Context: an optimization exercise on an open-source flow, tuned for small area. The choices shown serve that exercise and are no tape-out recipe.
In this exercise RTL edits were held to simulation tests only and were not proved equivalent to the original.
Power and IR drop assume default switching activity.

==> flow/design.v <==
package fp32_matmul_pkg;
  localparam int unsigned FP32_W  = 32;
  localparam int unsigned VEC_LEN = 16;
  localparam logic [FP32_W-1:0] FP32_ZERO = 32'h0000_0000;
  localparam logic [FP32_W-1:0] FP32_ONE  = 32'h3F80_0000;
  typedef enum logic [1:0] {IDLE, ISSUE, DRAIN} seq_state_e;
endpackage
module fp32_matmul_sequencer #(
  parameter int unsigned N       = 4,
  parameter int unsigned LATENCY = 5,
  parameter int unsigned IW      = $clog2(N)
) (
  input  logic                      clk,
  input  logic                      rst,
  input  logic                      a_wr_en,
  input  logic [IW-1:0]             a_wr_row,
  input  logic [3:0]                a_wr_col,
  input  logic [fp32_matmul_pkg::FP32_W-1:0]         a_wr_data,
  input  logic                      b_wr_en,
  input  logic [3:0]                b_wr_row,
  input  logic [IW-1:0]             b_wr_col,
  input  logic [fp32_matmul_pkg::FP32_W-1:0]         b_wr_data,
  input  logic                      start,
  output logic                      busy,
  output logic                      done,
  output logic [fp32_matmul_pkg::VEC_LEN*fp32_matmul_pkg::FP32_W-1:0] vec_a,
  output logic [fp32_matmul_pkg::VEC_LEN*fp32_matmul_pkg::FP32_W-1:0] vec_b,
  input  logic [fp32_matmul_pkg::FP32_W-1:0]         mul_result,
  output logic                      c_valid,
  output logic [IW-1:0]             c_row,
  output logic [IW-1:0]             c_col,
  output logic [fp32_matmul_pkg::FP32_W-1:0]         c_data
);
  localparam int unsigned W  = fp32_matmul_pkg::FP32_W;
  localparam int unsigned K  = fp32_matmul_pkg::VEC_LEN;
  localparam int unsigned PW = 2 * IW;
  localparam int unsigned LAST = N * N + LATENCY;
  localparam int unsigned IDLE_CNT = LAST + 1;
  localparam int unsigned CW = $clog2(IDLE_CNT + 1);
  logic [CW-1:0] cnt_q;
  logic          idle, last, accept, wr_ok;
  assign idle   = (cnt_q == CW'(IDLE_CNT));
  assign last   = (cnt_q == CW'(LAST));
  assign wr_ok  = idle || last;
  assign accept = wr_ok && start;
  always_ff @(posedge clk or posedge rst) begin
    if (rst) cnt_q <= CW'(IDLE_CNT);
    else     cnt_q <= cnt_d;
  end
  assign busy    = !idle;
  assign done    = last;
  assign c_valid = !idle && (cnt_q >= CW'(LATENCY + 1));
  logic [CW-1:0] tag;
  assign tag   = cnt_q - CW'(LATENCY + 1);
  assign c_row = tag[PW-1:IW];
  assign c_col = tag[IW-1:0];
  always_ff @(posedge clk) c_data <= mul_result;
  logic [W-1:0] a_buf_q [N][K];
  logic [W-1:0] b_buf_q [K][N];
  logic [K-1:0] a_vld_q [N];
  logic [K-1:0] b_vld_q [N];    
  logic a_we [N][K];
  logic b_we [N][K];            
  always_comb begin
    for (int r = 0; r < N; r++)
      for (int k = 0; k < K; k++) begin
        a_we[r][k] = a_wr_en && wr_ok && (a_wr_row == IW'(r)) && (a_wr_col == 4'(k));
        b_we[r][k] = b_wr_en && wr_ok && (b_wr_col == IW'(r)) && (b_wr_row == 4'(k));
      end
  end
  always_ff @(posedge clk) begin
    for (int r = 0; r < N; r++)
      for (int k = 0; k < K; k++) begin
        if (a_we[r][k]) a_buf_q[r][k] <= a_wr_data;
        if (b_we[r][k]) b_buf_q[k][r] <= b_wr_data;
      end
  end
  always_ff @(posedge clk or posedge rst) begin
    if (rst) begin
      for (int r = 0; r < N; r++) begin
        a_vld_q[r] <= '0;
        b_vld_q[r] <= '0;
      end
    end else begin
      for (int r = 0; r < N; r++)
        for (int k = 0; k < K; k++) begin
          if (a_we[r][k]) a_vld_q[r][k] <= 1'b1;
          if (b_we[r][k]) b_vld_q[r][k] <= 1'b1;
        end
    end
  end
  logic [CW-1:0] cnt_d;
  logic [N-1:0]  i_hot_q, j_hot_q;
  assign cnt_d = accept ? '0 : (idle ? cnt_q : cnt_q + 1'b1);
  always_ff @(posedge clk) begin
    for (int r = 0; r < N; r++) begin
      i_hot_q[r] <= (cnt_d[PW-1:IW] == IW'(r));
      j_hot_q[r] <= (cnt_d[IW-1:0] == IW'(r));
    end
  end
  always_comb begin
    for (int k = 0; k < K; k++) begin
      logic [W-1:0] acc_a, acc_b;
      acc_a = '0;
      acc_b = '0;
      for (int r = 0; r < N; r++) begin
        acc_a = acc_a | (a_buf_q[r][k] & {W{i_hot_q[r] && a_vld_q[r][k]}});
        acc_b = acc_b | (b_buf_q[k][r] & {W{j_hot_q[r] && b_vld_q[r][k]}});
      end
      vec_a[k*W +: W] = acc_a;
      vec_b[k*W +: W] = acc_b;
    end
  end
endmodule
==> flow/flow/run.sh <==
#!/bin/bash
# The standard layout (standard.sh) with three changes:
# - after the standard synthesis, remap.py rewrites each 4-input AND-OR read tree of the
#   netlist into smaller cells (same function, same registers and names);
# - port buffers use the smallest buffer cell;
# - CTS builds its tree from clkbuf_16 (leaves, root) and clkbuf_8 (inner levels) without dummy loads.
# Each tool's output goes to a log of its own in this folder (and ORFS's logs under orfs/).
set -e
export BUFFER_PORTS_ARGS="-buffer_cell sky130_fd_sc_hd__buf_1"
export CTS_ARGS="-sink_clustering_enable -repair_clock_nets -dont_use_dummy_load -buf_list {sky130_fd_sc_hd__clkbuf_8 sky130_fd_sc_hd__clkbuf_16} -root_buf sky130_fd_sc_hd__clkbuf_16 -tree_buf sky130_fd_sc_hd__clkbuf_8 -sink_clustering_buffer sky130_fd_sc_hd__clkbuf_16 -sink_clustering_size 30 -sink_clustering_max_diameter 70"
bash standard.sh synth > standard_synth.log 2>&1
NET=orfs/results/$FLOW_PLATFORM/fp32_matmul_sequencer/base/1_2_yosys.v
cp $NET orfs/1_2_yosys.standard.v
python3 flow/remap.py $NET > remap.log 2>&1
bash standard.sh > standard.log 2>&1
==> flow/flow/remap.py <==
#!/usr/bin/env python3
"""Re-map 4-input AND-OR read trees in the synthesized netlist to smaller cells.

Yosys/ABC maps each vec bit, (s0&d0)|(s1&d1)|(s2&d2)|(s3&d3), to
nand2(a22oi(p0,p1), a22oi(p2,p3)): 7.51+7.51+3.75 um2. The same function is
nand2(a222oi(p0,p1,p2), nand2(p3)): 10.01+3.75+3.75 um2. Only cells whose internal
nets have a single load are rewritten; instance and net names are kept, so register
names and everything else in the netlist stay as synthesis wrote them.

usage: remap.py NETLIST.v   (rewrites the file in place)
"""
import re
import sys
from collections import Counter

path = sys.argv[1]
src = open(path).read()

cell_re = re.compile(r'(\n  )(sky130_fd_sc_hd__\w+) (\S+) \((.*?)\n  \);', re.S)
pin_re = re.compile(r'\.(\w+)\((.*?)\)')

cells = []
for m in cell_re.finditer(src):
    pins = {p: n.strip() + (' ' if n.strip().startswith('\\') else '') for p, n in pin_re.findall(m.group(4))}
    cells.append(dict(start=m.start(), end=m.end(), type=m.group(2), name=m.group(3), pins=pins))

out_pins = {'X', 'Y', 'Q', 'Q_N', 'HI', 'LO', 'COUT', 'SUM'}
loads = Counter()
driver = {}
for c in cells:
    for p, n in c['pins'].items():
        n = n.strip()
        if p in out_pins:
            driver[n] = c
        else:
            loads[n] += 1
# Nets that also appear outside cell instances (assigns, ports) are left alone.
ports = set()
for line in cell_re.sub('', src).split(';'):
    line = line.strip()
    if line.startswith(('input', 'output', 'inout')):
        ports.update(t.strip() for t in re.findall(r'\\\S+ |[A-Za-z_][\w$]*', line.split(']')[-1]))
    elif line.startswith('assign'):
        for tok in re.findall(r'\\\S+ |[A-Za-z_][\w$]*(?:\[\d+\])?', line[len('assign'):]):
            loads[tok.strip()] += 1000
for n in list(driver):
    if n in ports or n.split('[')[0] in ports:
        loads[n] += 1000

edits = {}
count = 0
for c in cells:
    if c['type'] != 'sky130_fd_sc_hd__nand2_1':
        continue
    a, b = c['pins'].get('A', '').strip(), c['pins'].get('B', '').strip()
    da, db = driver.get(a), driver.get(b)
    if not da or not db or da is db:
        continue
    if da['type'] != 'sky130_fd_sc_hd__a22oi_1' or db['type'] != 'sky130_fd_sc_hd__a22oi_1':
        continue
    if loads[a] != 1 or loads[b] != 1 or id(da) in edits or id(db) in edits:
        continue
    pa, pb = da['pins'], db['pins']
    edits[id(da)] = (da, (
        f"\n  sky130_fd_sc_hd__a222oi_1 {da['name']} (\n"
        f"    .A1({pa['A1']}),\n    .A2({pa['A2']}),\n"
        f"    .B1({pa['B1']}),\n    .B2({pa['B2']}),\n"
        f"    .C1({pb['A1']}),\n    .C2({pb['A2']}),\n"
        f"    .Y({pa['Y']})\n  );"))
    edits[id(db)] = (db, (
        f"\n  sky130_fd_sc_hd__nand2_1 {db['name']} (\n"
        f"    .A({pb['B1']}),\n    .B({pb['B2']}),\n"
        f"    .Y({pb['Y']})\n  );"))
    count += 1

parts = []
pos = 0
for c, text in sorted(edits.values(), key=lambda e: e[0]['start']):
    parts.append(src[pos:c['start']])
    parts.append(text)
    pos = c['end']
parts.append(src[pos:])
open(path, 'w').write(''.join(parts))
print(f"remap.py: rewrote {count} read trees in {path}")
==> flow/standard.sh <==
#!/bin/bash
# synth_recipe.tcl (not shown) runs the flow's synth.tcl, then flattens the netlist and writes it again
# the make line also repeats each setting of config.mk as NAME=value (left out here)
make -C /OpenROAD-flow-scripts/flow DESIGN_CONFIG=/design/flow/config.mk WORK_HOME=/design/flow/orfs CLKGATE_MAP_FILE= SYNTH_SCRIPT=/design/flow/synth_recipe.tcl "${@:-finish}"
==> flow/config.mk <==
export PLATFORM = sky130hd
export DESIGN_NAME = fp32_matmul_sequencer
export DESIGN_NICKNAME = fp32_matmul_sequencer
export VERILOG_FILES = /design/flow/design.v
export SDC_FILE = /design/flow/constraint.sdc
export NUM_CORES = 4
export LEC_CHECK = 0
export CAP_MARGIN = 10
export CORE_MARGIN = 2
export CORE_UTILIZATION = 70
export PLACE_DENSITY = 0.8
export SLEW_MARGIN = 10
==> flow/constraint.sdc <==
create_clock -name core_clock -period 5.0 [get_ports {clk}]
set_input_delay 1.0000 -clock core_clock [delete_from_list [all_inputs] [get_ports {clk}]]
set_output_delay 1.0000 -clock core_clock [all_outputs]
set_load 0.01 [all_outputs]
==> impl_metrics.py <==
metrics = {
    "run_status": {
        "status": "complete, no violations",
    },
    "logic_synthesis": {
        "synth_fp_nets": 8487,
        "ys_area_mm2": 0.152,
        "async_reset_ff_share_pct": 3.12,
        "netlist_instances": 8369,
        "ys_ff_latch": 4269,
        "post-synth-top-area-cell": "edfxtp_1",
        "synth_seq_area_share_pct": 83.7,
        "synth_top_area_share_pct": 81.0,
        "ys.flop_type": "edfxtp_1",
        "syn_avg_cell_area_um2": 18.0,
        "synth_cell_types": 41,
        "netlist_area_mm2": 0.151,
        "synth_warnings": 7,
        "synth-edff-count": 4096,
        "ys_top_cells_by_area": "edfxtp_1 81%, a22oi_1 10%, nand2_1 2.6%, dfrtp_1 2.1%, buf_2 0.82%",
    },
    "clock_tree": {
        "cts_buffers": 178,
        "postCtsSetupRepairBufs": 0,
        "cts_buffer_depth": 3,
        "h-tree-depth": 4,
        "insertion_delay_ns": 0.94,
        "cts_hold_buf": 0,
        "post_cts_resized": 0,
        "tritoncts": "yes",
        "cts.sink_count": 4269,
        "clk_pin_slew_ns": 0.11,
        "clockRootBuffer": "clkbuf_16",
    },
    "placed_design": {
        "detailedPlace.worstSlack_ns": 1.33,
        "dp_hpwl_um": 252000,
        "place_area_mm2": 0.159,
        "place_inst": 12200,
        "port_buffers": 1175,
        "gp_congestion": 0.854,
    },
    "die": {
        "die_h_um": 468,
        "fp.dieW_um": 468,
        "coreArea_mm2": 0.214,
        "io_pins": 1176,
        "num_rows": 170,
        "start_util_pct": 70.3,
        "die_area_mm2": 0.219,
    },
    "drt": {
        "first_pass_iters": 14,
        "vias": 86600,
        "drt_iter0_markers": 17800,
        "viasPerCell": 7.00,
        "drt_wl_total_um": 411000,
        "wl_per_cell_um": 33.2,
        "ant_nets": 0,
        "route.detailed.drc": 0,
    },
    "grt": {
        "grt_max_degree": 68,
        "antenna_found_initial": 25,
        "grt_pass1_vias": 82200,
        "grt.total_usage_pct": 36.9,
        "grt-ovfl-total": 0,
        "grt_first_pass_wirelength_um": 572000,
    },
    "power": {
        "power_density_mw_per_mm2": 358,
        "power_mw": 58.4,
        "p_leak_nw": 54.9,
        "max-vdd-ir-drop_uv": 383,
    },
    "timing": {
        "layout_min_cycle_time_ns": 4.61,
        "rsz0062_at_grt": "no",
        "finalMaxSlewViolations": 0,
        "setup_viol": 0,
        "hold_viol_final": 0,
        "setup_slack_ns": 0.392,
        "tightest_slew_ns": 1.34,
        "fmax_mhz": 217,
        "relSlewSlack_pct": 10.4,
        "clock_skew_ns": 0.0873,
        "fin_tns_setup_ns": 0,
        "fin_crit_sh_pct": 92.2,
    },
    "run": {
        "max_cap_viol_count": 0,
    },
    "critical_path": {
        "criticalPathCategory": "reg -> out",
        "crit_path_start_kind": "flip-flop",
        "crit_path_end_kind": "output port",
        "arrival_ns": 3.61,
        "required_ns": 4.00,
        "cp_max_fo": 25,
    },
    "hold_path": {
        "min_path_type": "in -> reg",
    },
    "cells_and_area": {
        "drive_gt1_share_pct": 7.75,
        "final_cell_mix": "4096 x edfxtp_1, 2066 x nand2_1, 1111 x buf_1, 1024 x a222oi_1, 344 x buf_4",
        "final_common_cell": "edfxtp_1",
        "finalNetCount": 9640,
        "synthToLayoutAreaGrowth_pct": 8.47,
        "fin_cells": 12400,
        "finalInstanceArea_mm2": 0.163,
    },
}
-- sequential cells by signal (all words and copies together) (netlist names) --
register / count
cnt_q: 5
a_vld_q: 64
a_buf_q: 2048
j_hot_q: 4
c_data: 32
b_vld_q: 64
i_hot_q: 4
b_buf_q: 2048
-- area by class of cell --
class,count,area (µm²)
antenna,12,30.0
inverter,3,16.3
sequential,4269,127000
multi-input combinational,3549,21300
timing repair buffer,1521,7110
fill,11300,50800
clock buffer,178,4270
tap,2838,3550
-- worst max-delay path: stages (launching register included) --
cell      delay, ns
dfxtp_1        0.91
and2_1         1.02
a222oi_1       0.30
nand2_1        0.11
buf_1          0.38
-- final timing paths --
check                                     from  cells after the start  slack [ns]         endpoint
max in group asynchronous                  rst                      3        3.70         cnt_q[2]
min in group asynchronous                  rst                      2        0.18    b_vld_q[0][8]
worst min-delay path             mul_result[7]                      1        0.17        c_data[7]
worst max register to register        cnt_q[0]                      6        1.54  a_buf_q[17][26]
worst min register to register  a_vld_q[3][12]                      1        0.47   a_vld_q[3][12]
worst max-delay path                j_hot_q[2]                      4        0.39       vec_b[354]
-- per-layer routing --
metal	vias to the layer above	part of all wire, %	GRT usage, %
met5	-	0.029	0
met4	18	6.0	18.8
met3	944	16	10.2
met2	7237	47	57.2
met1	43000	31	48.9
li1	35400	-	-
-- cells in the mapped netlist, types with 4 or more instances --
library cell and count:
ha_1 5, clkbuf_1 234, buf_4 40, nand2_1 1042, nor2b_1 11, and2_1 123, o21bai_1 125, nand3_1 14
nor2_1 140, a22oi_1 2048, buf_6 12, dfxtp_1 40, buf_2 250, dfrtp_1 130, clkbuf_2 11, edfxtp_1 4096
nand4b_4 4, and2_0 5
-- per-stage QoR --
stage | util, % | hold WS [ns]
2_1_floorplan | - | 0.433
3_3_place_gp | 74.3 | 0.450
3_5_place_dp | 74.3 | 0.450
4_1_cts | 76.3 | 0.101
5_1_grt | 76.3 | 0.121
6_report | 76.3 | 0.166
-- power breakdown --
group	total (mW)	switching (mW)	internal, mW	leakage (nW)
clock network	15.8	9.74	6.03	2.11
logic	3.11	2.44	0.669	13.8
registers	39.5	0.242	39.3	39.0
-- cells by family (layout without fill, tap and decap cells) --
kind of cell | after synthesis | after routing | synth area share [%]
compound gates | 2185 | 1161 | 10.8
xor+xnor | 4 | 4 | 0.0231
simple gates | 1355 | 2379 | 3.71
other cells | 0 | 12 | 0
flops | 4269 | 4269 | 83.7
buf+inv | 551 | 1702 | 1.74
fa+ha+maj | 5 | 5 | 0.0412

## re-timing with driven ports
In the flow no input, the clock included, has a driving cell. The finished layout below was timed again as built, in two steps. Step 1, drivers: a clkbuf_16 drives clk and a buf_2 each remaining input, both assumed. Step 2 times the ports against the registers' clock, not the clock port: input delays grow and output delays shrink by t, the midpoint of the rising clock arrivals with the driver on. a / b / c = ideal ports / drivers / drivers and shift; a / b = the first two.
t, ns: 0.966
slack for setup (ns): 0.392 / 0.292 / 1.202
hold WS [ns]: 0.166 / 0.095 / 0.466
latest minus earliest clock arrival (ns): 0.147 / 0.147
After both steps this run still meets setup and hold. The setup slack of this run moves by -0.100 ns with the drivers and by +0.810 ns with both steps.
